Context: an optimization exercise on an open-source flow, tuned for small area. The choices shown serve that exercise and are no tape-out recipe. At most, simulation tests tie the RTL to the original design; equivalence was not proved. Only the layout flow was run in run 6; the RTL was not checked for function there. Power figures rest on the tool's default switching activity, not on a simulated workload.

File: config.mk
export PLATFORM = sky130hd
export DESIGN_NAME = exec_unit
export DESIGN_NICKNAME = exec_unit
export VERILOG_FILES = /design/flow/design.v
export SDC_FILE = /design/flow/constraint.sdc
export NUM_CORES = 4
export LEC_CHECK = 0
export CAP_MARGIN = 20
export CORE_MARGIN = 2
export CORE_UTILIZATION = 40
export GPL_TIMING_DRIVEN = 0
export SLEW_MARGIN = 20
File: design.v
`default_nettype none
module exec_unit (
    input  wire         clk_i,
    input  wire         rst_n_i,
    input  wire [31:0]  op1_i,
    input  wire [31:0]  op2_i,
    input  wire [31:0]  offset_i,
    input  wire [31:0]  inst_i,
    input  wire [31:0]  inst_addr_i,
    input  wire         reg_wen_i,
    input  wire [4:0]   reg_waddr_i,
    input  wire         int_flag_i,
    input  wire [31:0]  int_addr_i,
    output logic        reg_wen_o,
    output logic [4:0]  reg_waddr_o,
    output logic [31:0] reg_wdata_o,
    output logic        jump_flag_o,
    output logic [31:0] jump_addr_o
);
    logic [6:0] opc;
    logic [2:0] f3;
    logic       alt;
    assign opc = inst_i[6:0];
    assign f3  = inst_i[14:12];
    assign alt = inst_i[30];
    logic is_op, is_opi, is_lui, is_auipc, is_jal, is_jalr, is_br;
    assign is_op    = (opc == 7'b0110011);
    assign is_opi   = (opc == 7'b0010011);
    assign is_lui   = (opc == 7'b0110111);
    assign is_auipc = (opc == 7'b0010111);
    assign is_jal   = (opc == 7'b1101111);
    assign is_jalr  = (opc == 7'b1100111);
    assign is_br    = (opc == 7'b1100011);
    logic d_link, d_jal, d_jalr, d_upper, d_lui, d_alu, d_br;
    assign d_link  = opc[6] & opc[2];         
    assign d_jal   = d_link & opc[3];
    assign d_jalr  = d_link & ~opc[3];
    assign d_upper = ~opc[6] & opc[2];        
    assign d_lui   = d_upper & opc[5];
    assign d_alu   = ~opc[6] & ~opc[2];       
    assign d_br    = opc[6] & ~opc[2];
    logic        sub;
    logic [31:0] a, b;
    assign sub = d_br | (d_alu & ((f3 == 3'b000) ? (opc[5] & alt) : (f3[2:1] == 2'b01)));
    always_comb begin
        a = op1_i & {32{~d_jalr}};
        a[2] = op1_i[2] | d_jalr;
        b = (op2_i & {32{~(d_jal | d_upper)}}) ^ {32{sub}};
        b[2] = ((op2_i[2] & ~(d_jal | d_upper)) ^ sub) | d_jal;
    end
    logic [31:0] pa, ga, sa;
    logic        ca;
    assign pa = a ^ b;
    assign ga = a & b;
    exec_prefix_add u_adda (.p_i(pa), .g_i(ga), .c_i(sub), .s_o(sa), .c_o(ca));
    logic eq, lt_u, lt_s;
    assign eq   = &pa;                        
    assign lt_u = ~ca;
    assign lt_s = (op1_i[31] ^ op2_i[31]) ? op1_i[31] : lt_u;
    logic [31:0] x, pb, gb, sb;
    logic        cb;
    assign x  = opc[2] ? op1_i : inst_addr_i;
    assign pb = x ^ offset_i;
    assign gb = x & offset_i;
    exec_prefix_add u_addb (.p_i(pb), .g_i(gb), .c_i(1'b0), .s_o(sb), .c_o(cb));
    logic        sl;
    logic [31:0] sx, sr;
    logic        fill;
    assign sl   = ~f3[2];
    assign fill = f3[2] & alt & op1_i[31];
    always_comb begin
        for (int i = 0; i < 32; i++) sx[i] = sl ? op1_i[31-i] : op1_i[i];
    end
    assign sr = 32'($signed({fill, sx}) >>> op2_i[4:0]);
    logic [31:0] wdata;
    always_comb begin
        if (d_link | d_lui) begin
            wdata = sa;
        end else if (d_upper) begin
            wdata = sb;
        end else begin
            case (f3)
                3'b000: wdata = sa;
                3'b001: for (int i = 0; i < 32; i++) wdata[i] = sr[31-i];
                3'b010: wdata = {31'd0, lt_s};
                3'b011: wdata = {31'd0, lt_u};
                3'b100: wdata = pa;
                3'b101: wdata = sr;
                3'b110: wdata = pa | ga;
                default: wdata = ga;
            endcase
        end
    end
    logic cond, taken, jf, wen;
    logic [31:0] jaddr;
    assign cond  = f3[2] ? (f3[1] ? lt_u : lt_s) : eq;
    assign taken = (cond ^ f3[0]) & (f3[2] | ~f3[1]);
    assign jf    = int_flag_i | is_jal | is_jalr | (is_br & taken);
    assign wen   = reg_wen_i & ~int_flag_i &
                   (is_op | is_opi | is_lui | is_auipc | is_jal | is_jalr);
    assign jaddr = int_flag_i ? int_addr_i : {sb[31:1], sb[0] & ~d_jalr};
    logic        wen1, wen2, jf1, jf2;
    logic [4:0]  waddr1, waddr2;
    logic [31:0] wdata1, wdata2, jaddr1, jaddr2;
    always_ff @(posedge clk_i) begin
        wen1        <= wen & rst_n_i;
        jf1         <= jf & rst_n_i;
        waddr1      <= reg_waddr_i;
        wdata1      <= wdata;
        jaddr1      <= jaddr;
        wen2        <= wen1 & rst_n_i;
        jf2         <= jf1 & rst_n_i;
        waddr2      <= waddr1;
        wdata2      <= wdata1;
        jaddr2      <= jaddr1;
        reg_wen_o   <= wen2 & rst_n_i;
        jump_flag_o <= jf2 & rst_n_i;
        reg_waddr_o <= waddr2;
        reg_wdata_o <= wdata2;
        jump_addr_o <= jaddr2;
    end
endmodule
module exec_prefix_add (
    input  wire  [31:0] p_i,
    input  wire  [31:0] g_i,
    input  wire         c_i,
    output logic [31:0] s_o,
    output logic        c_o
);
    logic [31:0] gg, pp;
    always_comb begin
        gg = g_i;
        pp = p_i;
        gg[0] = g_i[0] | (p_i[0] & c_i);
        for (int l = 0; l < 5; l++) begin
            for (int j = (2 << l) - 1; j < 32; j += (2 << l)) begin
                gg[j] = gg[j] | (pp[j] & gg[j - (1 << l)]);
                pp[j] = pp[j] & pp[j - (1 << l)];
            end
        end
        for (int l = 3; l >= 0; l--) begin
            for (int j = 3 * (1 << l) - 1; j < 32; j += (2 << l)) begin
                gg[j] = gg[j] | (pp[j] & gg[j - (1 << l)]);
                pp[j] = pp[j] & pp[j - (1 << l)];
            end
        end
    end
    assign s_o = p_i ^ {gg[30:0], c_i};
    assign c_o = gg[31];
endmodule
`default_nettype wire
File: run.sh
#!/bin/bash
# synth_recipe.tcl (not shown) runs the flow's synth.tcl, then flattens the netlist and writes it again
# the make line also repeats each setting of config.mk as NAME=value (left out here)
make -C /OpenROAD-flow-scripts/flow DESIGN_CONFIG=/design/flow/config.mk WORK_HOME=/design/flow/orfs CLKGATE_MAP_FILE= SYNTH_SCRIPT=/design/flow/synth_recipe.tcl finish
File: constraint.sdc
create_clock -name core_clock -period 5.0 [get_ports {clk_i}]
set_input_delay 1.0000 -clock core_clock [delete_from_list [all_inputs] [get_ports {clk_i}]]
set_output_delay 1.0000 -clock core_clock [all_outputs]
set_load 0.01 [all_outputs]
==> results.json, run 1 <==
{
  "status": "complete, no violations",
  "dieArea_mm2": 0.0350,
  "grt_max_degree": 29,
  "ios": 272,
  "cp.arrival_ps": 5260,
  "swShare_pct": 32.1,
  "grt_pass1_wl_um": 80800,
  "grt_pass1_vias": 11900,
  "async_reset_ff_share_pct": 0,
  "setup_viol": 0,
  "netlist_instances": 1469,
  "clk_path_buf_depth": 3,
  "cts_buffers": 19,
  "grt_overflow": 0,
  "synth_ff_type": "dfxtp_1",
  "grt_usage_pct": 31.4,
  "tns_ps": 0,
  "rsz0062_at_grt": "true",
  "antenna_found_initial": 3,
  "clkPwrFrac_pct": 27.2,
  "drive_gt1_share_pct": 14.9,
  "startpoint_type": "input pin",
  "cap_violations": 0,
  "dp_hpwl_um": 46000,
  "clkSinkCount": 213,
  "cts_hold_buf": 0,
  "path_cells": "buf_12 > clkinv_8 > a31oi_4 > o21ai_4 > nand2b_4 > clkbuf_16 > o21ai_4 > inv_2 > fa_2 > nand3b_1 > a21oi_2 > nor3_4 > o211ai_1 > buf_4 > a21oi_4 > o21bai_1 > a21oi_1 > fa_1 > o21ai_0 > a222oi_1 > o211ai_1 > a21o_1",
  "period_share_pct": 97.8,
  "routedWlPerCell_um": 25.7,
  "n_fill_cell": 3183,
  "dr.pass1.iters": 5,
  "die_y_um": 187,
  "instances_no_fill": 2205,
  "area_growth_pct": 31.2,
  "irDropWorstVdd_mv": 0.332,
  "h-tree-depth": 1,
  "yosysUniqueCellTypes": 68,
  "worstSetupPathType": "input pin to flop",
  "place_ws_ps": -2010,
  "power_density_mw_per_mm2": 318,
  "ys_seq_area_share_pct": 31.8,
  "final.setup_skew_ps": 14.1,
  "nNetsFinal": 2069,
  "routabilityCongestion": 1.06,
  "cts_tree": "built",
  "clk_pin_slew_ps": 70,
  "drc": 0,
  "dp_cells": 2160,
  "fin_ws_ps": 110,
  "drt_wl_total_um": 56700,
  "syn_area_mm2": 0.0134,
  "hold_path_depth": 0,
  "r2r_cells": 1,
  "p_int_mw": 3.80,
  "start_util_pct": 40.3,
  "p_comb_share_pct": 35.9,
  "cts_root_buf": "clkbuf_16",
  "final_area_mm2": 0.0176,
  "synth_edf_count": 0,
  "hold_violations": 0,
  "placementRows": 67,
  "critical_path.max_fanout": 8,
  "ant_nets": 0,
  "max_clock_freq_ghz": 0.204,
  "slowest_stage": "fa_1",
  "reg2reg_setup_slack_ps": 4470,
  "maxSlewViolCount": 0,
  "net-switching-power_mw": 1.80,
  "place_area_mm2": 0.0165,
  "synth-seq-cells": 213,
  "leakagePower_nw": 7.25,
  "cp_data_required_time_ps": 5370,
  "syn_avg_cell_area_um2": 9.13,
  "min_path_type": "flop to flop",
  "clock_latency_ps": 480,
  "power.total_mw": 5.60,
  "port_buffers": 243,
  "ys_warn_count": 2,
  "dr_total_vias": 12400,
  "worst_slew_margin_rel_pct": 36.5,
  "core_mm2": 0.0333,
  "end_kind": "flop",
  "die_w_um": 187,
  "viasPerCell": 5.64,
  "slowest_delay_ps": 610,
  "fin_crit_ps": 4890,
  "drt-initial-drc-count": 1206,
  "worst_slew_pin_slew_ps": 948,
  "seq_power_share_pct": 36.9
}
## placed cells by master, fill, tap and decap left out, types with 7 or more instances in the layout
cell               n
a211oi_1           7
a21o_1            16
a21oi_1          174
a221o_1           11
and2_1            38
buf_2              9
buf_4             30
clkbuf_1          52
clkbuf_16         20
clkbuf_2           7
clkdlybuf4s50_1  234
dfxtp_1          213
fa_1              30
ha_1              87
inv_1             88
mux2_1             8
mux2_2            80
mux2i_1           45
mux4_2            36
nand2_1           91
nand4_1           10
nor2_1           105
nor3_1            25
o211ai_1          27
o21a_1            11
o21ai_0           35
o21ai_1           54
o221ai_1          13
xor2_1            31
## worst max-delay path: cells and delay by family
family,cells,cell delay [ps]
adder cells (fa/ha/maj),2,970
buffers and inverters,5,600
AND/OR/NAND/NOR,3,410
AO/OA/AOI/OAI,12,2240
## cell families after synthesis
kind of cell    after synthesis  share of synthesized area, %
simple gates                315                          10.8
mux                         170                          17.0
compound gates              414                          18.7
xor+xnor                     34                          2.22
buf+inv                     198                          6.03
flops                       213                          31.8
fa+ha+maj                   125                          13.5
## synthesized netlist by cell type, drive strengths merged, types with 32 or more instances
master    n  area (um2)
fa       32         641
inv      94         353
a21oi   181         906
mux4     37         837
nand2    92         345
clkbuf   77         289
and2     38         238
dfxtp   213        4260
mux2i    45         450
ha       93        1160
o21ai    95         475
xor2     33         289
nor2    107         402
mux2     88         991
## metrics by stage
stage          hold slack [ps]  utilization, %
6_report                   316            52.9
5_1_grt                    317            52.9
4_1_cts                    312            52.3
3_5_place_dp               312            49.5
3_3_place_gp               310            49.5
2_1_floorplan              310               -
## power by group through the flow
stage	logic [mW]	clock network (mW)	registers, mW
3_5_place_dp	1.89	0	2.11
4_1_cts	1.94	1.55	2.07
2_1_floorplan	0.967	0	2.14
3_3_place_gp	1.89	0	2.10
5_1_grt	2.13	1.62	2.09
6_report	2.01	1.52	2.07
## layout make-up
class	instances	area, um2	area share (%)
diodes	1	2.50	0.0142
plain buffers	90	502	2.85
clock buffers	25	538	3.06
clock inverters	9	138	0.782
inverters	95	372	2.11
multi-input cells	1058	8600	48.9
flip-flops and latches	213	4260	24.2
well taps	448	561	3.19
repair buffers	266	2620	14.9
## routing by layer
metal	global-route usage (%)	vias up	routed length, um
met5	0	-	31
met4	13.5	2	2760
met3	5.59	113	4980
met2	48.1	620	24500
met1	43.4	5916	24300
li1	-	5782	-
## flip-flops by register name, summed over array words and instances, names as in the netlist
signal / flops
waddr1: 5
reg_waddr_o: 5
jump_addr_o: 32
wen2: 1
reg_wdata_o: 32
jaddr2: 32
wdata2: 32
wdata1: 32
jf2: 1
jump_flag_o: 1
jf1: 1
reg_wen_o: 1
jaddr1: 32
wen1: 1
waddr2: 5
## path summary, 6_finish.rpt
kind | startpoint | to
setup / recovery | inst_i[12] | wdata1[18]
hold / removal | wdata1[6] | wdata2[6]
hold reg to reg | wdata1[6] | wdata2[6]
setup reg to reg | wen2 | reg_wen_o
## timing repair
action                     CTS  global route
setup endpoints to repair   51            16
pin swaps                   15            19
cloned                       0             0
setup buffers               14             9
resized for setup           71            68
==> inputs of run 2 (changes only) <==
--- a/config.mk
+++ b/config.mk
@@ -9,4 +9,3 @@
 export CORE_MARGIN = 2
 export CORE_UTILIZATION = 40
-export GPL_TIMING_DRIVEN = 0
 export SLEW_MARGIN = 20
==> results.json, run 2 <==
{
  "status": "complete, no violations",
  "synth-seq-cells": 213,
  "port_buffers": 250,
  "die_w_um": 187,
  "r2r_cells": 1,
  "viasPerCell": 5.42,
  "net-switching-power_mw": 1.79,
  "ys_warn_count": 2,
  "clk_pin_slew_ps": 60,
  "cp_data_required_time_ps": 5380,
  "synth_top_cell_area_share_pct": 31.8,
  "area_growth_pct": 38.2,
  "final_cell_mix": "clkdlybuf4s50_1 (239), buf_4 (221), dfxtp_1 (213), a21oi_1 (174), nor2_1 (106)",
  "reg2reg_setup_slack_ps": 4460,
  "final.setup_skew_ps": 15.2,
  "synth_area_leader_cell": "dfxtp_1",
  "place_area_mm2": 0.0177,
  "worst_slew_margin_rel_pct": 29.9,
  "maxSlewViolCount": 0,
  "drt_wl_total_um": 51400,
  "clkPwrFrac_pct": 26.3,
  "syn_area_mm2": 0.0134,
  "h-tree-depth": 1,
  "rr_startpoint": "jf2",
  "cap_violations": 0,
  "synth.area.top_cells": "dfxtp_1 (32%), ha_1 (8.7%), a21oi_1 (6.8%)",
  "ios": 272,
  "hold_ws_ps": 317,
  "critical_path.max_fanout": 3,
  "worst_slew_pin_slew_ps": 1050,
  "yosysUniqueCellTypes": 68,
  "clkSinkCount": 213,
  "clk_path_buf_depth": 3,
  "grt_pass1_wl_um": 76300,
  "start_util_pct": 40.3,
  "drt-initial-drc-count": 1033,
  "worstSetupPathType": "input pin to flop",
  "synth_ff_type": "dfxtp_1",
  "netlist_instances": 1469,
  "grt_max_degree": 88,
  "drc": 0,
  "end_kind": "flop",
  "dr_total_vias": 12600,
  "power_density_mw_per_mm2": 309,
  "dp_hpwl_um": 41700,
  "dieArea_mm2": 0.0350,
  "seq_power_share_pct": 36.1,
  "ys_seq_area_share_pct": 31.8,
  "cts_buffers": 21,
  "routedWlPerCell_um": 22.1,
  "yosysMostFrequentCell": "dfxtp_1",
  "r2r-end": "jump_flag_o",
  "setup_viol": 0,
  "cts_root_buf": "clkbuf_16",
  "grt_overflow": 0,
  "synth_edf_count": 0,
  "final_area_mm2": 0.0185,
  "die_y_um": 187,
  "rsz0062_at_grt": "true",
  "syn_avg_cell_area_um2": 9.13,
  "cp.arrival_ps": 5270,
  "drive_gt1_share_pct": 21.9,
  "startpoint_type": "input pin",
  "antenna_found_initial": 1,
  "min_path_type": "flop to flop",
  "irDropWorstVdd_mv": 0.243,
  "placementRows": 67,
  "p_comb_share_pct": 37.6,
  "clock_latency_ps": 500,
  "ant_nets": 0,
  "p_int_mw": 3.93,
  "tns_ps": 0,
  "max_clock_freq_ghz": 0.205,
  "swShare_pct": 31.3,
  "grt_usage_pct": 28.7,
  "layout_commonest_cell": "clkdlybuf4s50_1",
  "core_mm2": 0.0333,
  "crit_start": "inst_i[3]",
  "leakagePower_nw": 7.98,
  "ys_top_cells_by_count": "dfxtp_1 (213), a21oi_1 (181), nor2_1 (107), ha_1 (93)",
  "grt_pass1_vias": 12200,
  "period_share_pct": 97.7,
  "nNetsFinal": 2189,
  "cts_tree": "built",
  "endpoint": "wdata1[26]",
  "n_fill_cell": 3038,
  "hold_violations": 0,
  "routabilityCongestion": 1.02,
  "fin_crit_ps": 4880,
  "dr.pass1.iters": 5,
  "async_reset_ff_share_pct": 0
}
-- run 2: cell counts after synthesis --
Identical to the previous run, type by type.
-- run 2: power by group through the flow --
stage | logic [mW] | clock network (mW) | registers [mW]
finish | 2.15 | 1.51 | 2.07
global route | 2.30 | 1.61 | 2.10
CTS | 2.11 | 1.53 | 2.07
detailed placement | 2.09 | 0 | 2.11
global placement | 2.07 | 0 | 2.10
floorplan | 0.967 | 0 | 2.14
-- run 2: critical path, stage by stage --
cell and delay (ps):
clkdlybuf4s50_1 440, inv_1 110, nand3_2 160, o21ai_2 130, nand2_1 80, o21ai_2 90
inv_1 100, fa_2 380, nand3b_1 200, a21oi_2 230, nor3_4 80, o211ai_1 290
a21o_1 260, buf_4 130, a21o_1 120, a21oi_2 70, fa_2 580, o21ai_0 90
a221oi_1 320, buf_4 200, o211a_1 160, a21oi_1 50
-- run 2: timing repair --
action | 4_1_cts | 5_1_grt
gates resized for setup | 7 | 24
setup buffers | 2 | 2
pin swaps | 5 | 10
hold buffers | 0 | 0
setup endpoints to repair | 13 | 21
-- run 2: metrics by stage --
stage | worst slack [ps] | instances | power [mW] | utilization [%]
finish | 116 | 2324 | 5.73 | 55.7
detailed placement | -637 | 2284 | 4.20 | 53.3
global route | -78.2 | 2324 | 6.00 | 55.7
CTS | 6.29 | 2321 | 5.71 | 55.4
floorplan | 1.28 | 1469 | 3.10 | -
global placement | -550 | 2284 | 4.17 | 53.3
-- run 2: metal layers --
| metal | track usage [%] | vias to the layer above | share of wire, % |
|---|---|---|---|
| met4 | 11.9 | 0 | 4.8 |
| li1 | - | 6007 | - |
| met1 | 39.4 | 5968 | 44 |
| met5 | 0 | - | 0 |
| met2 | 46.5 | 525 | 45 |
| met3 | 2.74 | 98 | 6.4 |
-- run 2: final cells by class --
type                       count  area [um2]  area share, %
multi-input combinational   1058        8480           45.8
tap                          448         561           3.02
clock inverter                 6        70.1          0.378
antenna                        1        2.50         0.0135
clock buffer                  29         596           3.21
sequential                   213        4260           23.0
inverter                      95         357           1.92
timing repair buffer         474        4210           22.7
-- run 2: how the worst min path moves through the flow --
stage                     from         endpoint  depth (start not counted)
global route        wdata2[18]  reg_wdata_o[18]                          0
floorplan            jaddr1[0]        jaddr2[0]                          0
CTS                  wdata2[4]   reg_wdata_o[4]                          0
finish               wdata2[4]   reg_wdata_o[4]                          0
detailed placement  jaddr1[24]       jaddr2[24]                          0
global placement    jaddr1[24]       jaddr2[24]                          0
-- run 2: cells by family (layout without fill, tap and decap cells) --
family | Yosys count | in the layout | synth area share (%)
flops | 213 | 213 | 31.8
simple gates | 315 | 315 | 10.8
fa+ha+maj | 125 | 125 | 13.5
xor+xnor | 34 | 34 | 2.22
buf+inv | 198 | 604 | 6.03
mux | 170 | 170 | 17.0
other cells | 0 | 1 | 0
compound gates | 414 | 414 | 18.7
==> inputs of run 3 (changes only) <==
==> flow/run.sh (new file) <==
#!/bin/bash
set -euo pipefail
export BUFFER_PORTS_ARGS="-buffer_cell sky130_fd_sc_hd__buf_1"
bash standard.sh > flow_standard.log 2>&1
==> standard.sh (new file) <==
#!/bin/bash
# synth_recipe.tcl (not shown) runs the flow's synth.tcl, then flattens the netlist and writes it again
# the make line also repeats each setting of config.mk as NAME=value (left out here)
make -C /OpenROAD-flow-scripts/flow DESIGN_CONFIG=/design/flow/config.mk WORK_HOME=/design/flow/orfs CLKGATE_MAP_FILE= SYNTH_SCRIPT=/design/flow/synth_recipe.tcl "${@:-finish}"
removed: run.sh
==> results.json, run 3 <==
{
  "final.setup_skew_ps": 27.4,
  "synth-seq-cells": 213,
  "dr.pass1.iters": 5,
  "maxSlewViolCount": 0,
  "grt_pass1_vias": 11800,
  "min_to": "wdata2[10]",
  "grt_use_met3_pct": 3.81,
  "final_cell_mix": "buf_1 (242), dfxtp_1 (213), buf_4 (190), a21oi_1 (177), nor2_1 (106)",
  "viasPerCell": 5.33,
  "met1_usage_pct": 36.6,
  "grt_max_degree": 88,
  "reg2reg_setup_slack_ps": 4460,
  "syn_avg_cell_area_um2": 9.13,
  "synth_area_leader_cell": "dfxtp_1",
  "cts_buffers": 20,
  "ios": 272,
  "area_growth_pct": 24.6,
  "place_area_mm2": 0.0160,
  "r2r-end": "jump_flag_o",
  "grt_overflow": 0,
  "clkSinkCount": 213,
  "setup_viol": 0,
  "cp_data_required_time_ps": 5370,
  "hold_violations": 0,
  "grt_usage_pct": 26.8,
  "use_met2_pct": 43.1,
  "end_kind": "flop",
  "cap_violations": 0,
  "worstSetupPathType": "input pin to flop",
  "routedWlPerCell_um": 21.1,
  "die_y_um": 187,
  "ys_warn_count": 2,
  "drive_gt1_share_pct": 19.9,
  "busiest_layer": "met2",
  "async_reset_ff_share_pct": 0,
  "synth_edf_count": 0,
  "worstHoldStart": "wdata1[10]",
  "netlist_instances": 1469,
  "dr_total_vias": 12200,
  "placementRows": 67,
  "max_clock_freq_ghz": 0.208,
  "fin_crit_ps": 4820,
  "irDropWorstVdd_mv": 0.285,
  "layout_commonest_cell": "buf_1",
  "nNetsFinal": 2157,
  "die_w_um": 187,
  "leakagePower_nw": 7.12,
  "r2r_cells": 1,
  "synth.area.top_cells": "dfxtp_1 (32%), ha_1 (8.7%), a21oi_1 (6.8%)",
  "port_buffers": 250,
  "status": "complete, no violations",
  "power_density_mw_per_mm2": 324,
  "ys_seq_area_share_pct": 31.8,
  "worst_slew_margin_rel_pct": 34.5,
  "min_path_type": "flop to flop",
  "antenna_found_initial": 4,
  "drt-initial-drc-count": 1265,
  "dp_hpwl_um": 39300,
  "yosysMostFrequentCell": "dfxtp_1",
  "dp_cells": 2254,
  "ant_nets": 0,
  "startpoint_type": "input pin",
  "grt_pass1_wl_um": 71400,
  "clk_pin_slew_ps": 60,
  "power.total_mw": 5.42,
  "drt_wl_total_um": 48500,
  "period_share_pct": 96.4,
  "worst_slew_pin_slew_ps": 983,
  "core_mm2": 0.0333,
  "crit_start": "inst_i[5]",
  "rr_startpoint": "jf2",
  "start_util_pct": 40.3,
  "h-tree-depth": 1,
  "final_area_mm2": 0.0167,
  "cts_tree": "built",
  "clock_latency_ps": 490,
  "clk_path_buf_depth": 3,
  "yosysUniqueCellTypes": 68,
  "rsz0062_at_grt": "false",
  "cts_hold_buf": 0,
  "synth_top_cell_area_share_pct": 31.8,
  "synth_ff_type": "dfxtp_1",
  "cts_root_buf": "clkbuf_16",
  "drc": 0,
  "instances_no_fill": 2297,
  "critical_path.max_fanout": 7,
  "routabilityCongestion": 1.03,
  "cp.arrival_ps": 5190,
  "dieArea_mm2": 0.0350,
  "syn_area_mm2": 0.0134,
  "ys_top_cells_by_count": "dfxtp_1 (213), a21oi_1 (181), nor2_1 (107), ha_1 (93)",
  "hold_path_depth": 0
}
==> run 3: per-stage QoR <==
step	TNS (ps)	hold WS [ps]	util, %	setup WS (ps)
2_1_floorplan	0	310	-	1.28
3_3_place_gp	-4190	310	48.0	-349
3_5_place_dp	-6400	312	48.0	-430
4_1_cts	0	314	50.0	52.4
5_1_grt	0	319	50.2	0.656
6_report	0	307	50.2	181
==> run 3: worst max path at each step <==
stage | slack, ps | to
5_1_grt | 0.7 | wdata1[23]
6_report | 180 | wdata1[31]
3_5_place_dp | -430 | wdata1[31]
4_1_cts | 50 | wdata1[31]
3_3_place_gp | -350 | wdata1[31]
2_1_floorplan | 1 | jaddr1[31]
==> run 3: cells by family (layout without fill, tap and decap cells) <==
logic type | count (synthesis) | count (layout) | synth area share [%]
other cells | 0 | 5 | 0
buf+inv | 198 | 573 | 6.03
simple gates | 315 | 315 | 10.8
xor+xnor | 34 | 34 | 2.22
compound gates | 414 | 414 | 18.7
fa+ha+maj | 125 | 125 | 13.5
mux | 170 | 170 | 17.0
flops | 213 | 213 | 31.8
==> run 3: worst max-delay path: stages <==
cell and delay [ps]:
buf_1 200, a31oi_2 150, o21ai_4 200, nand2b_1 120, buf_4 190, o21ai_2 150, inv_1 100, fa_2 370
nand3b_1 210, a21oi_2 190, nor3_2 80, o211ai_1 160, buf_4 160, a21o_1 190, inv_2 60, o21a_1 220
o21bai_1 180, a21oi_2 90, fa_2 360, a21oi_1 160, nor2_1 50, a21oi_1 160, o221ai_1 140, a21oi_1 210
a21oi_1 60
==> run 3: what timing repair did <==
| item | 4_1_cts | 5_1_grt |
|---|---|---|
| setup buffers | 0 | 3 |
| gates resized for setup | 0 | 9 |
| endpoints found under the setup margin | 0 | 15 |
| hold endpoints to repair | 0 | 0 |
==> run 3: cell type report <==
type	count	area (um2)
Sequential cell	213	4260
Clock inverter	10	129
Fill cell	3206	16600
Timing Repair Buffer	443	2440
Tap cell	448	561
Multi-Input combinational cell	1058	8410
Antenna cell	5	12.5
Inverter	95	357
Clock buffer	25	539
==> run 3: where the power goes <==
| group | internal (mW) | switching [mW] | total (mW) |
|---|---|---|---|
| Combinational | 0.799 | 1.06 | 1.86 |
| Sequential | 2.00 | 0.0685 | 2.07 |
| Clock | 0.881 | 0.612 | 1.49 |
==> run 3: routing by layer <==
layer / vias up / share of wire [%]
met4: 0 / 4.2
li1: 5954 / -
met5: - / 0
met2: 472 / 45
met3: 82 / 7.5
met1: 5738 / 43
==> inputs of run 4 (changes only) <==
--- a/design.v
+++ b/design.v
@@ -74,21 +74,20 @@
     assign sr = 32'($signed({fill, sx}) >>> op2_i[4:0]);
     logic [31:0] wdata;
+    logic        sel_a, sel_b, sel_r, sel_l, sel_p, sel_g, sel_t;
+    logic [31:0] srrev;
+    assign sel_a = d_link | d_lui | (d_alu & (f3 == 3'b000));
+    assign sel_b = d_upper & ~opc[5];
+    assign sel_r = d_alu & (f3 == 3'b101);
+    assign sel_l = d_alu & (f3 == 3'b001);
+    assign sel_p = d_alu & f3[2] & ~f3[0];
+    assign sel_g = d_alu & f3[2] & f3[1];
+    assign sel_t = d_alu & ~f3[2] & f3[1];
     always_comb begin
-        if (d_link | d_lui) begin
-            wdata = sa;
-        end else if (d_upper) begin
-            wdata = sb;
-        end else begin
-            case (f3)
-                3'b000: wdata = sa;
-                3'b001: for (int i = 0; i < 32; i++) wdata[i] = sr[31-i];
-                3'b010: wdata = {31'd0, lt_s};
-                3'b011: wdata = {31'd0, lt_u};
-                3'b100: wdata = pa;
-                3'b101: wdata = sr;
-                3'b110: wdata = pa | ga;
-                default: wdata = ga;
-            endcase
-        end
+        for (int i = 0; i < 32; i++) srrev[i] = sr[31-i];
+    end
+    always_comb begin
+        wdata = (sa & {32{sel_a}}) | (sb & {32{sel_b}}) | (sr & {32{sel_r}}) | (srrev & {32{sel_l}})
+              | (pa & {32{sel_p}}) | (ga & {32{sel_g}});
+        wdata[0] = wdata[0] | (sel_t & (f3[0] ? lt_u : lt_s));
     end
     logic cond, taken, jf, wen;
--- a/config.mk
+++ b/config.mk
@@ -9,3 +9,5 @@
 export CORE_MARGIN = 2
 export CORE_UTILIZATION = 40
+export CTS_BUF_LIST = sky130_fd_sc_hd__clkbuf_4
+export GPL_TIMING_DRIVEN = 0
 export SLEW_MARGIN = 20
==> results.json, run 4 <==
{
  "status": "failed layout checks",
  "violations": "negative setup slack",
  "synth.area.top_cells": "dfxtp_1 (37%), ha_1 (6.6%), mux2_2 (6.2%)",
  "hold_ws_ps": 320,
  "routabilityCongestion": 0.963,
  "rsz0062_at_grt": "false",
  "period_share_pct": 101,
  "clkPwrFrac_pct": 27.5,
  "r2r_cells": 1,
  "die_w_um": 174,
  "yosys.area_share.simple_pct": 11.5,
  "yosysUniqueCellTypes": 64,
  "start_util_pct": 40.5,
  "irDropWorstVdd_mv": 0.175,
  "setup_viol": 1,
  "viasPerCell": 5.52,
  "min_path_type": "flop to flop",
  "synth_top_cell_area_share_pct": 36.8,
  "critical_path.max_fanout": 10,
  "syn_avg_cell_area_um2": 9.88,
  "cp_data_required_time_ps": 5480,
  "ios": 272,
  "drt-met1-wl_um": 16800,
  "antenna_found_initial": 2,
  "die_y_um": 174,
  "power_density_mw_per_mm2": 366,
  "slowest_stage": "a222oi_1",
  "path_cells": "buf_6 > buf_12 > buf_8 > mux2_2 > ha_1 > a21o_1 > a21oi_2 > o21ai_2 > a211o_1 > a31oi_4 > o21ai_4 > a211o_4 > a41oi_4 > a21oi_2 > fa_1 > a222oi_1 > o2111ai_1",
  "synthXorXnorAreaFrac_pct": 3.78,
  "cap_violations": 0,
  "dieArea_mm2": 0.0303,
  "maxSlewViolCount": 0,
  "h-tree-depth": 2,
  "layout_commonest_cell": "buf_1",
  "ys_seq_area_share_pct": 36.8,
  "n_fill_cell": 2862,
  "slowest_delay_ps": 760,
  "synth-compound-area-share_pct": 16.7,
  "synthMuxAreaShare_pct": 14.9,
  "drt-initial-drc-count": 763,
  "ant_nets": 0,
  "fin_crit_ps": 5060,
  "dr.pass1.iters": 6,
  "synth_area_leader_cell": "dfxtp_1",
  "ys_warn_count": 2,
  "p_int_mw": 3.41,
  "clk_pin_slew_ps": 60,
  "cts_hold_buf": 0,
  "drt_wl_total_um": 40900,
  "drc": 0,
  "hold_violations": 0,
  "cp_common_cell": "a21oi_2",
  "core_mm2": 0.0286,
  "hold_path_depth": 0,
  "leakagePower_nw": 5.78,
  "placementRows": 62,
  "final_cell_mix": "buf_1 (242), dfxtp_1 (213), nor2_1 (110), nand2_1 (82), clkbuf_4 (78)",
  "net-switching-power_mw": 1.72,
  "clock_latency_ps": 670,
  "multiInputGateArea_mm2": 0.00703,
  "grt_overflow": 0,
  "end_kind": "flop",
  "fin_ws_ps": -56.1,
  "cts_buffers": 55,
  "synth_fa_ha_area_share_pct": 12.1,
  "seq_power_share_pct": 41.9,
  "final.setup_skew_ps": 14.9,
  "worst_slew_pin_slew_ps": 888,
  "wl_met3_um": 3790,
  "dr_total_vias": 10500,
  "regArea_mm2": 0.00426,
  "netlist_instances": 1173,
  "startpoint_type": "input pin",
  "reg2reg_setup_slack_ps": 4460,
  "syn_area_mm2": 0.0116,
  "max_clock_freq_ghz": 0.198,
  "finalCoreUtilization_pct": 48.9,
  "cts_tree": "built",
  "worst_slew_margin_rel_pct": 40.8,
  "synth_top_family_by_area": "compound AO/OA/AOI/OAI gates",
  "clk_path_buf_depth": 3,
  "area_growth_pct": 20.9,
  "routedWlPerCell_um": 21.5,
  "port_buffers": 242,
  "dp_hpwl_um": 32700,
  "async_reset_ff_share_pct": 0,
  "synth_ff_type": "dfxtp_1",
  "nNetsFinal": 1775,
  "maxUsedRoutingLayer": "met4",
  "ys_top_cells_by_count": "dfxtp_1 (213), nor2_1 (113), nand2_1 (82), a21oi_1 (80), mux2_2 (64)",
  "yosysMostFrequentCell": "dfxtp_1",
  "synth_edf_count": 0,
  "grt_pass1_vias": 10700,
  "drive_gt1_share_pct": 17.5,
  "swShare_pct": 33.4,
  "cp.arrival_ps": 5540,
  "synth-seq-cells": 213,
  "clkSinkCount": 213,
  "p_comb_share_pct": 30.6,
  "wl_met2_um": 18700,
  "grt_pass1_wl_um": 62200,
  "cts_root_buf": "clkbuf_4",
  "grt_max_degree": 16,
  "worstSetupPathType": "input pin to flop",
  "grt_usage_pct": 26.9
}
run 4: cell type report:
cell class | count | share of cell area (%)
multi-input cells | 850 | 50.2
flip-flops and latches | 213 | 30.4
repair buffers | 253 | 7.21
clock buffers | 73 | 3.91
well taps | 384 | 3.43
plain buffers | 70 | 2.90
inverters | 38 | 1.02
clock inverters | 20 | 0.849
diodes | 2 | 0.0357
run 4: per-layer routing:
metal	GRT usage [%]	vias to the layer above
met1	34.1	4968
li1	-	4897
met3	7.28	98
met4	11.1	0
met5	0	-
met2	43.2	543
run 4: logic make-up after synthesis:
kind of cell | after synthesis
muxes | 124
buffers and inverters | 110
xor gates and xnor gates | 50
DFF | 213
and+or+nand+nor | 296
adders and majority gates | 93
AOI/OAI and AO/OA | 287
run 4: path summary, 6_finish.rpt:
check	from	end
max	inst_i[2]	wdata1[30]
min	wdata2[0]	reg_wdata_o[0]
max reg2reg	wen1	wen2
min reg2reg	wdata2[0]	reg_wdata_o[0]
run 4: power by group through the flow:
stage / clock network [mW] / logic (mW) / registers [mW]
finish: 1.41 / 1.57 / 2.15
global route: 1.57 / 1.70 / 2.18
CTS: 1.48 / 1.50 / 2.15
detailed placement: 0 / 1.47 / 2.19
global placement: 0 / 1.46 / 2.18
floorplan: 0 / 0.863 / 2.23
run 4: repair_timing:
| item | 4_1_cts | 5_1_grt |
|---|---|---|
| setup endpoints to repair | 25 | 16 |
| pin swaps | 6 | 14 |
| endpoints found under the hold margin | 0 | 0 |
| setup buffers | 0 | 10 |
| cloned | 0 | 1 |
| gates resized for setup | 26 | 37 |
run 4: through the flow:
step	power (mW)	worst slack (ps)	area [um2]	TNS, ps	instances
4_1_cts	5.13	7.35	13800	0	1892
6_report	5.13	-56.1	14000	-56.1	1903
2_1_floorplan	3.09	-0.421	11600	-0.421	1173
5_1_grt	5.45	5.06	14000	0	1902
3_3_place_gp	3.64	-1860	13000	-37480	1799
3_5_place_dp	3.66	-1850	13000	-37770	1799
run 4: critical path: cells and delay by family:
family / cells / cell delay, ps
buffers and inverters: 3 / 410
adders and majority gates: 2 / 790
AOI/OAI and AO/OA: 11 / 2940
muxes: 1 / 360
==> inputs of run 5 (changes only) <==
==> flow/run.sh (replaced) <==
#!/bin/bash
set -euo pipefail
export BUFFER_PORTS_ARGS="-buffer_cell sky130_fd_sc_hd__buf_1"
export CTS_ARGS="-sink_clustering_enable -repair_clock_nets -buf_list sky130_fd_sc_hd__clkbuf_4 -sink_clustering_size 12 -sink_clustering_max_diameter 40 -dont_use_dummy_load"
bash standard.sh > flow_standard.log 2>&1
--- a/config.mk
+++ b/config.mk
@@ -6,8 +6,9 @@
 export NUM_CORES = 4
 export LEC_CHECK = 0
-export CAP_MARGIN = 20
+export CAP_MARGIN = 0
 export CORE_MARGIN = 2
-export CORE_UTILIZATION = 40
+export CORE_UTILIZATION = 60
 export CTS_BUF_LIST = sky130_fd_sc_hd__clkbuf_4
 export GPL_TIMING_DRIVEN = 0
-export SLEW_MARGIN = 20
+export SETUP_SLACK_MARGIN = 0.15
+export SLEW_MARGIN = 0
==> results.json, run 5 <==
{
  "status": "complete, no violations",
  "cts_hold_buf": 0,
  "final.setup_skew_ps": 54.5,
  "path_cells": "buf_4 > buf_12 > clkbuf_16 > mux2_2 > ha_1 > a21o_1 > a21oi_2 > o21ai_2 > a211o_1 > a31oi_4 > o21ai_4 > a211o_4 > a21o_1 > fa_2 > a222oi_1 > o221a_2 > o21ai_0",
  "regArea_mm2": 0.00426,
  "synth_fa_ha_area_share_pct": 12.1,
  "worstHoldStart": "jaddr1[24]",
  "setup_viol": 0,
  "maxSlewViolCount": 0,
  "dr.pass1.iters": 8,
  "slowest_stage": "a222oi_1",
  "multiInputGateArea_mm2": 0.00716,
  "leakagePower_nw": 5.56,
  "power.total_mw": 4.49,
  "hold_violations": 0,
  "clk_path_buf_depth": 3,
  "h-tree-depth": 1,
  "place_area_mm2": 0.0129,
  "p_int_mw": 2.94,
  "yosys.area_share.simple_pct": 11.5,
  "routedWlPerCell_um": 22.4,
  "viasPerCell": 6.25,
  "hold_ws_ps": 260,
  "hold_path_depth": 0,
  "placementRows": 50,
  "clkSinkCount": 213,
  "critical_path.max_fanout": 10,
  "die_y_um": 143,
  "slowest_delay_ps": 580,
  "cts_root_buf": "clkbuf_4",
  "grt_pass1_vias": 10500,
  "synth-compound-area-share_pct": 16.7,
  "net-switching-power_mw": 1.56,
  "start_util_pct": 61.5,
  "layout_commonest_cell": "buf_1",
  "irDropWorstVdd_mv": 0.253,
  "seq_power_share_pct": 47.9,
  "synth.area.top_cells": "dfxtp_1 (37%), ha_1 (6.6%), mux2_2 (6.2%)",
  "reg2reg_setup_slack_ps": 4460,
  "drive_gt1_share_pct": 16.2,
  "synthXorXnorAreaFrac_pct": 3.78,
  "nNetsFinal": 1752,
  "cap_violations": 0,
  "final_area_mm2": 0.0136,
  "area_growth_pct": 17.0,
  "dp_cells": 1675,
  "fin_crit_ps": 4870,
  "synth-seq-cells": 213,
  "cp_common_cell": "a21o_1",
  "dieArea_mm2": 0.0204,
  "worst_slew_margin_rel_pct": 37.5,
  "cts_tree": "built",
  "synth_edf_count": 0,
  "clk_pin_slew_ps": 110,
  "startpoint_type": "input pin",
  "r2r-end": "wen2",
  "die_w_um": 143,
  "antenna_found_initial": 5,
  "worst-path-buf-inv": 3,
  "rsz0062_at_grt": "true",
  "end_kind": "flop",
  "cts_buffers": 26,
  "clock_latency_ps": 630,
  "instances_no_fill": 1719,
  "cp.arrival_ps": 5360,
  "ys_seq_area_share_pct": 36.8,
  "synthMuxAreaShare_pct": 14.9,
  "ios": 272,
  "ys_top_cells_by_count": "dfxtp_1 (213), nor2_1 (113), nand2_1 (82), a21oi_1 (80), mux2_2 (64)",
  "place_ws_ps": -1200,
  "cp_data_required_time_ps": 5500,
  "swShare_pct": 34.6,
  "r2r_cells": 1,
  "async_reset_ff_share_pct": 0,
  "fin_ws_ps": 134,
  "power_density_mw_per_mm2": 331,
  "synth_area_leader_cell": "dfxtp_1",
  "syn_area_mm2": 0.0116,
  "finalCoreUtilization_pct": 72.0,
  "period_share_pct": 97.3,
  "port_buffers": 242,
  "cp_top_family": "compound AO/OA/AOI/OAI gates",
  "synth_ff_type": "dfxtp_1",
  "max_clock_freq_ghz": 0.205,
  "min_to": "jaddr2[24]",
  "syn_avg_cell_area_um2": 9.88,
  "dr_total_vias": 10700,
  "netlist_instances": 1173,
  "synth_top_family_by_area": "compound AO/OA/AOI/OAI gates",
  "drt_wl_total_um": 38500,
  "p_comb_share_pct": 35.8,
  "final_cell_mix": "buf_1 (240), dfxtp_1 (213), nor2_1 (109), nand2_1 (82), a21oi_1 (74)",
  "rr_startpoint": "wen1",
  "routabilityCongestion": 1.03,
  "min_path_type": "flop to flop",
  "core_mm2": 0.0188,
  "grt_pass1_wl_um": 56700,
  "ys_warn_count": 2,
  "synth_top_cell_area_share_pct": 36.8,
  "grt_overflow": 0,
  "grt_usage_pct": 36.6,
  "ant_nets": 0,
  "drc": 0,
  "yosysMostFrequentCell": "dfxtp_1",
  "worst_slew_pin_slew_ps": 938,
  "yosysUniqueCellTypes": 64,
  "dp_hpwl_um": 30500,
  "worstSetupPathType": "input pin to flop",
  "clkPwrFrac_pct": 16.3,
  "tns_ps": 0,
  "grt_max_degree": 14,
  "drt-initial-drc-count": 1072,
  "n_fill_cell": 1447
}
run 5: cell counts after synthesis:
Identical to the previous run, type by type.
run 5: power groups by stage:
stage / Clock, mW / Sequential (mW) / Combinational, mW
detailed placement: 0 / 2.20 / 1.46
CTS: 0.756 / 2.16 / 1.48
global placement: 0 / 2.17 / 1.43
finish: 0.733 / 2.15 / 1.61
floorplan: 0 / 2.23 / 0.873
global route: 0.812 / 2.19 / 1.71
run 5: worst max-delay path by stage:
stage,startpoint,to,slack [ps],cells past startpoint
floorplan,inst_i[14],wdata1[23],150,24
global placement,inst_i[2],wdata1[31],-1160,19
global route,inst_i[6],wdata1[23],20,23
detailed placement,inst_i[2],wdata1[31],-1200,19
finish,inst_i[2],wdata1[26],130,17
CTS,inst_i[2],wdata1[31],80,19
run 5: what timing repair did:
action                                  CTS  global route
pin swaps                                 3            27
setup buffers                             0            15
hold endpoints to repair                  0             0
gates resized for setup                  21            55
endpoints found under the setup margin   18            14
run 5: cell type report:
class | count | area share (%)
Antenna cell | 3 | 0.0554
Clock buffer | 26 | 1.44
Timing Repair Buffer | 257 | 7.56
Tap cell | 260 | 2.40
Sequential cell | 213 | 31.4
Multi-Input combinational cell | 850 | 52.8
Inverter | 38 | 1.07
Buffer | 72 | 3.27
run 5: cells by family (layout without fill, tap and decap cells):
logic type / count (synthesis) / after routing
and+or+nand+nor: 296 / 296
AOI/OAI and AO/OA: 287 / 287
DFF: 213 / 213
muxes: 124 / 124
buffers and inverters: 110 / 393
adders and majority gates: 93 / 93
xor gates and xnor gates: 50 / 50
other: 0 / 3
run 5: routing by layer:
layer  global-route usage [%]  part of all wire (%)  vias to the layer above  routed length (um)
li1                         -                     -                     4796                   -
met1                     44.7                    38                     5082               14500
met2                     59.8                    46                      702               17800
met3                     10.8                    11                      167                4320
met4                     16.4                   4.9                        2                1900
met5                        0                 0.034                        -                  13
==> inputs of run 6 (changes only) <==
--- a/design.v
+++ b/design.v
@@ -42,5 +42,5 @@
     logic        sub;
     logic [31:0] a, b;
-    assign sub = d_br | (d_alu & ((f3 == 3'b000) ? (opc[5] & alt) : (f3[2:1] == 2'b01)));
+    assign sub = ~opc[2] & (opc[6] | (~f3[2] & (f3[1] | f3[0] | (opc[5] & alt))));
     always_comb begin
         a = op1_i & {32{~d_jalr}};
==> flow/run.sh (replaced) <==
#!/bin/bash
set -euo pipefail
export BUFFER_PORTS_ARGS="-buffer_cell sky130_fd_sc_hd__buf_1"
export REMOVE_ABC_BUFFERS=1
export CTS_ARGS="-sink_clustering_enable -repair_clock_nets -buf_list sky130_fd_sc_hd__clkbuf_4 -sink_clustering_size 8 -sink_clustering_max_diameter 40 -dont_use_dummy_load"
bash standard.sh > flow_standard.log 2>&1
==> results.json, run 6 <==
{
  "layout_commonest_cell": "buf_1",
  "placementRows": 50,
  "setup_viol": 0,
  "grt_max_degree": 52,
  "drt-initial-drc-count": 1085,
  "clkSinkCount": 213,
  "routedWlPerCell_um": 20.2,
  "end_kind": "flop",
  "netlist_instances": 1178,
  "rr_startpoint": "wen1",
  "core_mm2": 0.0187,
  "synth-seq-cells": 213,
  "final.setup_skew_ps": 61.9,
  "async_reset_ff_share_pct": 0,
  "cp.arrival_ps": 5330,
  "cts_root_buf": "clkbuf_4",
  "startpoint_type": "input pin",
  "synth_edf_count": 0,
  "r2r-end": "wen2",
  "ant_nets": 0,
  "irDropWorstVdd_mv": 0.225,
  "drt_wl_total_um": 33500,
  "drive_gt1_share_pct": 15.3,
  "cap_violations": 0,
  "worstHoldStart": "jaddr2[0]",
  "syn_area_mm2": 0.0114,
  "place_ws_ps": -1880,
  "syn_avg_cell_area_um2": 9.70,
  "antenna_found_initial": 1,
  "min_path_type": "flop to flop",
  "crit_start": "inst_i[13]",
  "clock_latency_ps": 620,
  "cts_hold_buf": 0,
  "reg2reg_setup_slack_ps": 4460,
  "leakagePower_nw": 5.38,
  "synth_area_leader_cell": "dfxtp_1",
  "finalCoreUtilization_pct": 70.9,
  "viasPerCell": 6.18,
  "drc": 0,
  "cp_data_required_time_ps": 5540,
  "cts_buffers": 35,
  "rsz0062_at_grt": "true",
  "instances_no_fill": 1657,
  "max_clock_freq_ghz": 0.209,
  "r2r_cells": 1,
  "maxSlewViolCount": 0,
  "hold_path_depth": 0,
  "ys_warn_count": 2,
  "hold_ws_ps": 309,
  "dp_hpwl_um": 24300,
  "routabilityCongestion": 0.961,
  "clk_path_buf_depth": 3,
  "synth_top_cell_area_share_pct": 37.3,
  "yosysMostFrequentCell": "dfxtp_1",
  "ios": 272,
  "fin_crit_ps": 4790,
  "dr_total_vias": 10200,
  "nNetsFinal": 1718,
  "grt_pass1_wl_um": 50100,
  "fin_ws_ps": 210,
  "die_w_um": 142,
  "grt_pass1_vias": 9447,
  "ys_seq_area_share_pct": 37.3,
  "status": "complete, no violations",
  "clk_pin_slew_ps": 70,
  "tns_ps": 0,
  "area_growth_pct": 16.0,
  "h-tree-depth": 2,
  "power_density_mw_per_mm2": 321,
  "yosysUniqueCellTypes": 65,
  "ys_top_cells_by_count": "dfxtp_1 (213), nor2_1 (114), a21oi_1 (88), nand2_1 (87), o21ai_0 (67)",
  "min_to": "jump_addr_o[0]",
  "start_util_pct": 61.1,
  "synth.area.top_cells": "dfxtp_1 (37%), ha_1 (6.7%), mux2_2 (6.2%)",
  "worst_slew_pin_slew_ps": 1270,
  "final_cell_mix": "buf_1 (238), dfxtp_1 (213), nor2_1 (112), nand2_1 (87), a21oi_1 (80)",
  "n_fill_cell": 1489,
  "dr.pass1.iters": 6,
  "die_y_um": 142,
  "hold_violations": 0,
  "grt_usage_pct": 31.8,
  "grt_overflow": 0,
  "dp_cells": 1599,
  "worst_slew_margin_rel_pct": 15.2,
  "worstSetupPathType": "input pin to flop",
  "period_share_pct": 95.8,
  "cts_tree": "built",
  "dieArea_mm2": 0.0202,
  "synth_ff_type": "dfxtp_1",
  "port_buffers": 250,
  "critical_path.max_fanout": 12
}
[run 6: cell count changes after synthesis, moves of 7 or more]
| cell | change |
|---|---|
| o21ai_0 | +22 |
| buf_2 | -10 |
| xor2_1 | -30 |
| nor3_1 | -7 |
| a21oi_1 | +8 |
| o21ai_1 | +20 |
| mux4_2 | +7 |
| clkbuf_1 | +7 |
[run 6: per-layer routing]
| layer | global-route usage, % | up-vias | share of wire (%) |
|---|---|---|---|
| li1 | - | 4775 | - |
| met3 | 9.12 | 89 | 12 |
| met2 | 50.7 | 632 | 45 |
| met4 | 9.42 | 0 | 3.6 |
| met1 | 42.4 | 4751 | 39 |
| met5 | 0 | - | 0 |
[run 6: stage by stage]
step                      power [mW]  instance area (um2)
after floorplan                 2.86                11100
after global placement          3.30                12300
after detailed placement        3.34                12500
after CTS                       4.22                13000
after global routing            4.50                13300
final                           4.25                13300
[run 6: what timing repair did]
action                                  CTS  global route
pin swaps                                 9            22
gates resized for setup                  37            34
setup buffers                             4            14
gates cloned                              2             2
endpoints found under the setup margin   33            14
[run 6: report_power, final]
group | total, mW | switching (mW) | internal [mW]
sequential | 2.09 | 0.0681 | 2.02
clock | 0.837 | 0.515 | 0.323
combinational | 1.33 | 0.786 | 0.545
total | 4.25 | 1.37 | 2.89
[run 6: cells by family (layout without fill, tap and decap cells)]
group	after synthesis	after routing	synth area share, %
AOI/OAI and AO/OA	325	325	18.4
xor gates and xnor gates	19	19	1.46
adders and majority gates	93	93	12.3
buffers and inverters	106	348	3.95
DFF	213	213	37.3
muxes	122	122	14.8
other	0	1	0
and+or+nand+nor	300	302	11.8
[run 6: worst max-delay path, cell delays in order]
cell      delay [ps]
buf_2            180
a211oi_4         270
o21bai_4         150
o21ai_4          170
buf_12           150
buf_12           140
nand2_1           50
o21ai_0           90
ha_1             320
a211o_1          320
a21oi_2          140
o21ai_2          120
a221o_1          420
a21o_1           210
a21oi_2          170
o21ai_2          130
a21o_1           210
a21oi_2          170
fa_1             400
o211ai_1         340
a221o_1          170
[run 6: worst max-delay path by stage]
stage,end,slack [ps],cells after the start
after floorplan,wdata1[23],-1070,21
after global placement,wdata1[23],-5220,21
after detailed placement,wdata1[21],-1880,19
after CTS,wdata1[22],170,20
after global routing,wdata1[23],80,23
final,wdata1[22],210,21
[run 6: final cells by class]
class | instances | area, um2 | share of cell area (%)
Sequential cell | 213 | 4260 | 32.2
Clock buffer | 35 | 263 | 1.98
Timing Repair Buffer | 276 | 1320 | 9.98
Inverter | 37 | 144 | 1.09
Tap cell | 234 | 293 | 2.21
Antenna cell | 1 | 2.50 | 0.0189
Multi-Input combinational cell | 861 | 6970 | 52.6
==> inputs of run 7 (changes only) <==
--- a/design.v
+++ b/design.v
@@ -53,5 +53,5 @@
     assign pa = a ^ b;
     assign ga = a & b;
-    exec_prefix_add u_adda (.p_i(pa), .g_i(ga), .c_i(sub), .s_o(sa), .c_o(ca));
+    exec_prefix_add #(.SKL(1)) u_adda (.p_i(pa), .g_i(ga), .c_i(sub), .s_o(sa), .c_o(ca));
     logic eq, lt_u, lt_s;
     assign eq   = &pa;                        
@@ -87,7 +87,7 @@
     end
     always_comb begin
-        wdata = (sa & {32{sel_a}}) | (sb & {32{sel_b}}) | (sr & {32{sel_r}}) | (srrev & {32{sel_l}})
-              | (pa & {32{sel_p}}) | (ga & {32{sel_g}});
+        wdata = (sr & {32{sel_r}}) | (srrev & {32{sel_l}}) | (pa & {32{sel_p}}) | (ga & {32{sel_g}});
         wdata[0] = wdata[0] | (sel_t & (f3[0] ? lt_u : lt_s));
+        wdata = sel_b ? sb : sel_a ? sa : wdata;
     end
     logic cond, taken, jf, wen;
@@ -120,5 +120,5 @@
     end
 endmodule
-module exec_prefix_add (
+module exec_prefix_add #(parameter bit SKL = 0) (
     input  wire  [31:0] p_i,
     input  wire  [31:0] g_i,
@@ -132,4 +132,12 @@
         pp = p_i;
         gg[0] = g_i[0] | (p_i[0] & c_i);
+      if (SKL) begin
+        for (int l = 0; l < 5; l++)
+            for (int j = 0; j < 32; j++)
+                if (j[l]) begin
+                    gg[j] = gg[j] | (pp[j] & gg[((j >> l) << l) - 1]);
+                    pp[j] = pp[j] & pp[((j >> l) << l) - 1];
+                end
+      end else begin
         for (int l = 0; l < 5; l++) begin
             for (int j = (2 << l) - 1; j < 32; j += (2 << l)) begin
@@ -144,4 +152,5 @@
             end
         end
+      end
     end
     assign s_o = p_i ^ {gg[30:0], c_i};
==> flow/run.sh (replaced) <==
#!/bin/bash
set -euo pipefail
export BUFFER_PORTS_ARGS="-buffer_cell sky130_fd_sc_hd__buf_1"
export CTS_ARGS="-sink_clustering_enable -repair_clock_nets -buf_list sky130_fd_sc_hd__clkbuf_4 -sink_clustering_size 8 -sink_clustering_max_diameter 40 -dont_use_dummy_load"
bash standard.sh > flow_standard.log 2>&1
==> results.json, run 7 <==
{
  "area_growth_pct": 13.6,
  "irDropWorstVdd_mv": 0.271,
  "worstHoldStart": "wdata1[13]",
  "synth-seq-cells": 213,
  "nNetsFinal": 1725,
  "net-switching-power_mw": 1.40,
  "netlist_instances": 1162,
  "die_y_um": 144,
  "die_w_um": 144,
  "syn_area_mm2": 0.0117,
  "routabilityCongestion": 1.03,
  "yosysMostFrequentCell": "dfxtp_1",
  "synth-compound-area-share_pct": 17.9,
  "placementRows": 51,
  "drive_gt1_share_pct": 14.2,
  "final.setup_skew_ps": 47.7,
  "worst_slew_margin_rel_pct": 35.2,
  "syn_avg_cell_area_um2": 10.1,
  "synth.area.top_cells": "dfxtp_1 (36%), mux2_2 (7.9%), mux4_2 (7.1%)",
  "synth_ff_type": "dfxtp_1",
  "antenna_found_initial": 1,
  "start_util_pct": 60.6,
  "drt_wl_total_um": 39600,
  "dr.pass1.iters": 6,
  "grt_usage_pct": 37.7,
  "swShare_pct": 33.3,
  "critical_path.max_fanout": 10,
  "seq_power_share_pct": 48.8,
  "synth_top_cell_area_share_pct": 36.4,
  "synthMuxAreaShare_pct": 18.4,
  "worst_slew_pin_slew_ps": 972,
  "power.total_mw": 4.21,
  "core_mm2": 0.0193,
  "n_fill_cell": 1560,
  "cts_tree": "built",
  "routedWlPerCell_um": 23.2,
  "viasPerCell": 6.32,
  "power_density_mw_per_mm2": 317,
  "place_ws_ps": -1470,
  "rsz0062_at_grt": "false",
  "dr_total_vias": 10800,
  "clk_path_buf_depth": 3,
  "final_area_mm2": 0.0133,
  "dieArea_mm2": 0.0206,
  "synth_edf_count": 0,
  "fin_crit_ps": 4710,
  "p_int_mw": 2.81,
  "h-tree-depth": 1,
  "cp_data_required_time_ps": 5570,
  "crit_start": "inst_i[14]",
  "clkSinkCount": 213,
  "synth_area_leader_cell": "dfxtp_1",
  "clk_pin_slew_ps": 80,
  "cap_violations": 0,
  "clkPwrFrac_pct": 19.0,
  "cts_root_buf": "clkbuf_4",
  "rr_startpoint": "wen1",
  "hold_violations": 0,
  "cp.arrival_ps": 5270,
  "grt_pass1_wl_um": 58700,
  "grt_pass1_vias": 10500,
  "worstSetupPathType": "input pin to flop",
  "drt-initial-drc-count": 1032,
  "instances_no_fill": 1708,
  "dp_cells": 1669,
  "port_buffers": 241,
  "ys_seq_area_share_pct": 36.4,
  "leakagePower_nw": 5.25,
  "yosysUniqueCellTypes": 71,
  "async_reset_ff_share_pct": 0,
  "ios": 272,
  "layout_commonest_cell": "buf_1",
  "end_kind": "flop",
  "startpoint_type": "input pin",
  "setup_viol": 0,
  "ant_nets": 0,
  "drc": 0,
  "clock_latency_ps": 680,
  "p_comb_share_pct": 32.1,
  "period_share_pct": 94.2,
  "grt_max_degree": 17,
  "ys_top_cells_by_count": "dfxtp_1 (213), o21ai_0 (88), nand2_1 (87), mux2_2 (82), nor2_1 (72)",
  "dp_hpwl_um": 31500,
  "cts_buffers": 31,
  "status": "complete, no violations",
  "yosys.area_share.simple_pct": 10.4,
  "place_area_mm2": 0.0130,
  "max_clock_freq_ghz": 0.212,
  "hold_path_depth": 0,
  "r2r_cells": 1,
  "synth_top_family_by_area": "multiplexers",
  "final_cell_mix": "buf_1 (248), dfxtp_1 (213), nand2_1 (87), o21ai_0 (83), mux2_2 (82)",
  "synthXorXnorAreaFrac_pct": 3.14,
  "synth_fa_ha_area_share_pct": 10.1,
  "grt_overflow": 0,
  "fin_ws_ps": 292,
  "ys_warn_count": 3,
  "min_path_type": "flop to flop",
  "maxSlewViolCount": 0
}
[run 7: cell count changes after synthesis, moves of 8 or more]
cell	change
a221oi_1	+9
nor2_1	-42
mux2_2	+19
o21ai_0	+21
o22ai_1	+10
a222oi_1	-12
xnor2_1	+15
inv_1	-13
fa_1	-11
xor2_1	+8
o21ai_1	-35
a21oi_1	-19
[run 7: worst paths after layout]
kind                 to  slack, ps
max           wdata1[0]        290
min          wdata2[13]        310
max reg2reg        wen2       4450
min reg2reg  wdata2[13]        310
[run 7: logic make-up after synthesis]
family,Yosys count
flops,213
xor+xnor,42
mux,152
buf+inv,97
compound gates,315
simple gates,261
fa+ha+maj,82
[run 7: worst max-delay path, stage by stage]
cell and delay (ps):
buf_4 150, buf_4 190, buf_4 190, o21bai_4 260, o21ai_2 160, clkbuf_2 310, nand2_1 130, o21ai_1 110
fa_1 480, a211oi_1 320, o211ai_1 310, a211oi_4 420, o211ai_1 270, buf_4 240, nand2_1 60, o21ai_0 80
a2111o_1 420, a21oi_1 130
[run 7: layout make-up]
type	count	area, um2	area share [%]
multi-input cells	852	7070	53.2
repair buffers	247	953	7.17
well taps	265	332	2.49
plain buffers	74	349	2.63
clock buffers	31	233	1.75
flip-flops and latches	213	4260	32.1
inverters	23	86.3	0.649
diodes	3	7.51	0.0565
[run 7: power by group through the flow]
stage / logic (mW) / registers, mW / clock network (mW)
final: 1.35 / 2.06 / 0.802
after global routing: 1.45 / 2.09 / 0.888
after CTS: 1.30 / 2.06 / 0.827
after detailed placement: 1.29 / 2.10 / 0
after global placement: 1.27 / 2.08 / 0
after floorplan: 0.788 / 2.13 / 0
[run 7: repair_timing]
item,in CTS,in global routing
hold buffers,0,0
gates cloned,0,0
setup endpoints to repair,22,9
buffers inserted,1,4
hold endpoints to repair,0,0
pin swaps,1,3
resized for setup,12,13
[run 7: metrics by stage]
stage	hold WS [ps]	util [%]	setup TNS, ps
floorplan	310	-	0
global placement	310	67.0	-27480
detailed placement	312	67.0	-29580
CTS	314	68.4	0
global route	330	68.7	0
finish	314	68.8	0
[run 7: per-layer routing]
metal | GRT usage (%) | vias up | part of all wire, %
met5 | 0 | - | 0
met4 | 16.2 | 0 | 4.7
met3 | 11.5 | 128 | 12
met2 | 60.6 | 735 | 45
met1 | 47.2 | 5079 | 38
li1 | - | 4852 | -
==> inputs of run 8 (changes only) <==
==> flow/run.sh (replaced) <==
#!/bin/bash
set -euo pipefail
export BUFFER_PORTS_ARGS="-buffer_cell sky130_fd_sc_hd__buf_1"
export REMOVE_ABC_BUFFERS=1
export CTS_ARGS="-sink_clustering_enable -repair_clock_nets -buf_list sky130_fd_sc_hd__clkbuf_4 -sink_clustering_size 8 -sink_clustering_max_diameter 40 -dont_use_dummy_load"
bash standard.sh > flow_standard.log 2>&1
==> results.json, run 8 <==
{
  "status": "complete, no violations",
  "end_kind": "flop",
  "crit_start": "inst_i[12]",
  "leakagePower_nw": 5.22,
  "irDropWorstVdd_mv": 0.275,
  "placementRows": 51,
  "grt_pass1_wl_um": 53300,
  "clkSinkCount": 213,
  "hold_ws_ps": 265,
  "dr_total_vias": 10200,
  "synth-seq-cells": 213,
  "synth_top_cell_area_share_pct": 36.4,
  "startpoint_type": "input pin",
  "ios": 272,
  "port_buffers": 250,
  "layout_commonest_cell": "buf_1",
  "clk_pin_slew_ps": 80,
  "start_util_pct": 60.6,
  "antenna_found_initial": 1,
  "core_mm2": 0.0193,
  "slowest_stage": "fa_1",
  "reg2reg_setup_slack_ps": 4450,
  "min_path_type": "flop to flop",
  "grt_pass1_vias": 9729,
  "clk_path_buf_depth": 3,
  "netlist_instances": 1162,
  "dieArea_mm2": 0.0206,
  "viasPerCell": 6.18,
  "worst_slew_pin_slew_ps": 1400,
  "path_cells": "buf_1 > a211oi_1 > o21bai_4 > nand2b_4 > o21ai_0 > fa_1 > a211oi_1 > o211ai_1 > buf_4 > a211oi_2 > o31ai_2 > a211oi_1 > nor2_1 > a211oi_1",
  "synth_area_leader_cell": "dfxtp_1",
  "ys_warn_count": 3,
  "cts_buffers": 34,
  "place_ws_ps": -2010,
  "drive_gt1_share_pct": 15.0,
  "power_density_mw_per_mm2": 318,
  "final.setup_skew_ps": 55.2,
  "period_share_pct": 96.1,
  "routabilityCongestion": 0.952,
  "slowest_delay_ps": 510,
  "async_reset_ff_share_pct": 0,
  "cts_hold_buf": 0,
  "rr_startpoint": "jf2",
  "yosysMostFrequentCell": "dfxtp_1",
  "ys_seq_area_share_pct": 36.4,
  "rsz0062_at_grt": "false",
  "setup_viol": 0,
  "fin_ws_ps": 194,
  "h-tree-depth": 2,
  "cts_tree": "built",
  "dr.pass1.iters": 5,
  "worstHoldStart": "wdata1[24]",
  "ant_nets": 0,
  "critical_path.max_fanout": 31,
  "grt_overflow": 0,
  "cp_common_cell": "a211oi_1",
  "syn_avg_cell_area_um2": 10.1,
  "routedWlPerCell_um": 21.5,
  "drc": 0,
  "die_w_um": 144,
  "synth_ff_type": "dfxtp_1",
  "tns_ps": 0,
  "fin_crit_ps": 4810,
  "cts_root_buf": "clkbuf_4",
  "drt_wl_total_um": 35600,
  "drt-initial-drc-count": 812,
  "worstSetupPathType": "input pin to flop",
  "ys_top_cells_by_count": "dfxtp_1 (213), o21ai_0 (88), nand2_1 (87), mux2_2 (82), nor2_1 (72)",
  "synth_edf_count": 0,
  "hold_violations": 0,
  "dp_hpwl_um": 26300,
  "synth.area.top_cells": "dfxtp_1 (36%), mux2_2 (7.9%), mux4_2 (7.1%)",
  "final_area_mm2": 0.0132,
  "grt_usage_pct": 34.2,
  "worst-path-buf-inv": 2,
  "maxSlewViolCount": 0,
  "cp.arrival_ps": 5250,
  "die_y_um": 144,
  "nNetsFinal": 1674,
  "max_clock_freq_ghz": 0.208,
  "place_area_mm2": 0.0128,
  "syn_area_mm2": 0.0117,
  "cp_data_required_time_ps": 5450,
  "worst_slew_margin_rel_pct": 6.61,
  "cp_top_family": "compound AO/OA/AOI/OAI gates",
  "final_cell_mix": "buf_1 (243), dfxtp_1 (213), nand2_1 (87), o21ai_0 (85), mux2_2 (82)",
  "cap_violations": 0,
  "yosysUniqueCellTypes": 71,
  "grt_max_degree": 53,
  "area_growth_pct": 13.0,
  "clock_latency_ps": 610
}
run 8: cell counts after synthesis:
No cell type changed its count.
run 8: report_power, final:
| group | switching (mW) | total [mW] | internal (mW) | leakage [nW] |
|---|---|---|---|---|
| combinational | 0.770 | 1.30 | 0.535 | 3.27 |
| sequential | 0.0643 | 2.05 | 1.99 | 1.79 |
| clock | 0.531 | 0.844 | 0.314 | 0.156 |
| total | 1.37 | 4.20 | 2.84 | 5.22 |
run 8: final cells by class:
class                      count  area, um2
timing repair buffer         265       1160
sequential                   213       4260
fill                        1570       6110
inverter                      23       86.3
multi-input combinational    854       7130
clock buffer                  34        255
tap                          265        332
antenna                        1       2.50
run 8: logic make-up after synthesis:
| logic type | share of synthesized area, % |
|---|---|
| AO/OA/AOI/OAI | 17.9 |
| XOR/XNOR | 3.14 |
| adder cells (fa/ha/maj) | 10.1 |
| buffers and inverters | 3.59 |
| flip-flops | 36.4 |
| multiplexers | 18.4 |
| AND/OR/NAND/NOR | 10.4 |
run 8: final timing paths:
check / to / cells after the start
worst min-delay path: wdata2[24] / 0
worst min register to register: wdata2[24] / 0
worst max-delay path: wdata1[22] / 14
worst max register to register: jump_flag_o / 1
run 8: timing repair:
action	4_1_cts	5_1_grt
gates cloned	2	0
resized for setup	10	8
pin swaps	2	3
setup buffers	1	6
endpoints found under the setup margin	29	13
run 8: per-stage QoR:
stage / util (%) / total power [mW] / std cells
floorplan: - / 2.87 / 1088
global placement: 65.4 / 3.31 / 1603
detailed placement: 66.4 / 3.35 / 1611
CTS: 68.0 / 4.20 / 1648
global route: 68.4 / 4.45 / 1655
finish: 68.4 / 4.20 / 1655
run 8: per-layer routing:
metal  up-vias  global-route usage, %  wire length [um]
met2       609                   53.2             15900
met1      4734                   44.1             14100
met4         0                   19.0              2070
li1       4748                      -                 -
met5         -                      0                 0
met3       145                   8.10              3510

afterwards: timing with drivers on the ports:
How much do the figures lean on ideal ports? The routed layouts below were timed once more, with nothing changed but the port constraints.
Step 1: set_driving_cell puts a clkbuf_16 on clk_i and a buf_2 on each other input, an assumption about the parent block.
Step 2, shift: input delay + t, output delay - t, t = (earliest + latest rising clock arrival at the registers) / 2. This alone moves slack from input paths to output paths.
Slacks: ideal ports / drivers / drivers and shift; pairs: ideal ports / drivers.
run | t (ns) | setup WS [ns] | worst setup path after step 2 | clock arrival spread, ns | slew at the worst register clock pin (ns)
run 1 | 0.528 | 0.110 / 0.111 / -0.417 | input to register | 0.024 / 0.024 | 0.07 / 0.07
run 2 | 0.542 | 0.116 / 0.141 / -0.400 | input to register | 0.024 / 0.023 | 0.06 / 0.06
run 3 | 0.526 | 0.181 / 0.205 / -0.322 | input to register | 0.031 / 0.031 | 0.06 / 0.06
run 4 | 0.714 | -0.056 / -0.054 / -0.768 | input to register | 0.033 / 0.034 | 0.07 / 0.07
run 5 | 0.669 | 0.134 / 0.143 / -0.527 | input to register | 0.093 / 0.093 | 0.12 / 0.12
run 6 | 0.634 | 0.210 / 0.187 / -0.447 | input to register | 0.062 / 0.062 | 0.09 / 0.09
run 7 | 0.697 | 0.292 / 0.312 / -0.385 | input to register | 0.063 / 0.063 | 0.09 / 0.09
run 8 | 0.631 | 0.194 / 0.219 / -0.412 | input to register | 0.075 / 0.075 | 0.10 / 0.10
With both steps, setup timing fails in 7 of these runs, where it was met with ideal ports. The setup slack of run 4, which loses most, moves by +0.002 ns with the drivers and by -0.712 ns with both steps.
